What follows belongs to an exercise in optimizing a design on an open flow for small area, a short achievable clock period and few clock cycles; a production flow would make more cautious choices.
Only simulation tests tie the RTL to the original design; equivalence was not proved.

== rev 12 ==
Design ntt_pe_core, start of the top module:
module ntt_pe_core #(
  parameter int DATA_SIZE_ARB = 13,
  parameter int RING_SIZE     = 16
) (
  input  logic                         clk,
  input  logic                         reset,
  input  logic                         valid,
  input  logic [DATA_SIZE_ARB-1:0]     din,
  input  logic [DATA_SIZE_ARB-1:0]     q,
  input  logic [DATA_SIZE_ARB-1:0]     twiddle_i,
  output logic [$clog2(RING_SIZE)-1:0] tw_addr,
  output logic                         busy,
  output logic [DATA_SIZE_ARB-1:0]     dout,
  output logic                         dout_valid,
  output logic                         done
);
clock: 100.0 ns
lec_check: 0
cap_margin: 20
core_margin: 2
core_utilization: 65
cts_buf_list: sky130_fd_sc_hd__clkbuf_8
cts_cluster_size: 30
slew_margin: 20
standard.sh (not shown) runs the stock make flow with config.mk's settings and CLKGATE_MAP_FILE= SYNTH_SCRIPT=/design/flow/synth_recipe.tcl, a recipe that flattens the netlist after the stock synthesis.
==> flow/flow/run.sh <==
#!/bin/bash
# The standard layout, with a plain buffer (buf_2) on every port instead of the
# delay-cell buffer that buffer_ports picks by itself.
set -euo pipefail
export BUFFER_PORTS_ARGS="-buffer_cell sky130_fd_sc_hd__buf_2"
bash standard.sh > standard_flow.log 2>&1
Testbench counts of rev 12, summed over its fixed seeds: cycles 3,424.
## Diff of input files: rev 13 against rev 12
--- a/flow/design.v
+++ b/flow/design.v
@@ -134,45 +134,44 @@
   logic [W-1:0] g1, g3, dq;
   logic [W-1:0] dl8 [8];
   logic         e2s, e2d;  
   logic [W-1:0] xa, xb;
   assign e2s = e1 && n1[2];
   assign e2d = mv2 && nm2[2];
   always_comb begin
     xs  = xr << zq;
-    s1  = madd(d1[7], xs, qm);
-    dd1 = msub(d1[7], xs, qm);
     gsel = 2'(tau - 5'd6);
     case (gsel)
       2'd0: begin e0 = rp[3];  e1v = rp[2];  e2v = rp[1];  e3v = rp[0];  end
       2'd1: begin e0 = rpd[3]; e1v = rpd[2]; e2v = rpd[1]; e3v = rpd[0]; end
       2'd2: begin e0 = rq[3];  e1v = rq[2];  e2v = rq[1];  e3v = rq[0];  end
       default: begin e0 = rqd[3]; e1v = rqd[1]; e2v = rqd[0]; e3v = mr; end
     endcase
-    xa = e2d ? rpd[3] : e0;
-    xb = e2d ? mr : e2v;
+    xa = e2d ? rpd[3] : (tau == 5'd11) ? rqd[2] : e0;
+    xb = e2d ? mr : (tau == 5'd11) ? rqd[0] : e2v;
     f0 = madd(xa, xb, qm);
     f2 = msub(xa, xb, qm);
-    f1 = madd(e1v, e3v, qm);
+    f1 = madd(e1 ? d1[7] : e1v, e1 ? xs : e3v, qm);
+    s1 = f1;
     ua = e2s ? rp[3] : (tau >= 5'd10) ? e0 : f0;
     ub = e2s ? s1 : (tau >= 5'd10) ? mr : f1;
     ox  = madd(ua, ub, qm);
     ox8 = msub(ua, ub, qm);
     p2  = ox;
     q2  = ox8;
     p2d = f0;
     q2d = f2;
     case (2'(tau - 5'd8))
       2'd0: begin g1 = rp[2];  g3 = rp[0];  end
       2'd1: begin g1 = rpd[2]; g3 = rpd[0]; end
-      2'd2: begin g1 = rq[2];  g3 = rq[0];  end
-      default: begin g1 = rqd[2]; g3 = rqd[0]; end
+      default: begin g1 = rq[2];  g3 = rq[0];  end
     endcase
-    dq = msub(g1, g3, qm);
+    dq  = msub(e1 ? d1[7] : g1, e1 ? xs : g3, qm);
+    dd1 = dq;
   end
   function automatic logic [3:0] tw_of(input logic [4:0] t);
     case (t)
       5'd1, 5'd4: tw_of = 4'd2;
       5'd2, 5'd5: tw_of = 4'd4;
       5'd3, 5'd6: tw_of = 4'd6;
       default:    tw_of = 4'd4;
     endcase
@@ -202,16 +201,17 @@
       for (int i = 1; i < 3; i++) rqd[i] <= rqd[i-1];
       rqd[0] <= mr;
     end
     if (e1 && n1 != 3'd0) ma <= dd1;
     else begin
       case (tau)
         5'd2, 5'd3, 5'd4: ma <= rq[2];
         5'd5, 5'd6, 5'd7: ma <= rqd[2];
+        5'd11: ma <= f2;
         default: ma <= dq;
       endcase
     end
     case (tau)
       5'd6: rp[3]  <= f2;
       5'd7: rpd[3] <= f2;
       5'd8: rq[3]  <= f2;
       5'd9: rqd[3] <= f2;
==> comparison <==
- In the metrics for rev 13 and rev 12, the one carrying the lower DRC marker count from the first detailed-route iteration is rev 12.
- Between rev 13 and rev 12, it is rev 13 whose met2 routing resource usage after global routing is lower, by 0.91 points.
- Total length of routed wires (rev 13 vs. rev 12) increases slightly
- | highest cell delay on the worst timing path | rev 13 vs rev 12 | ≈ equal |
- Global-route wire length before repair ends up higher on rev 12.
- From rev 12 to rev 13, flip-flop and latch count did not move at all.
Testbench counts of rev 13, summed over its fixed seeds: cycles 3,424.

==> separate check: timing with driven ports <==
How much do the figures lean on ideal ports? The routed layouts below were timed once more, with nothing changed but the port constraints.
Step 1 sets driving cells, clkbuf_16 on the clock port and buf_2 on the other inputs (assumed; they add their load-dependent delay and slew).
Step 2, shift: input delay + t, output delay - t, t = (earliest + latest rising clock arrival at the registers) / 2. This alone moves slack from input paths to output paths.
Slacks: ideal ports / drivers / drivers and shift; pairs: ideal ports / drivers.
run | t, ns | slack for setup (ns) | worst data-port slew with drivers (ns)
rev 12 | 0.744 | 78.820 / 78.762 / 78.872 | 0.04
rev 13 | 0.754 | 78.841 / 78.776 / 78.893 | 0.03
After both steps every run listed still meets setup and hold.
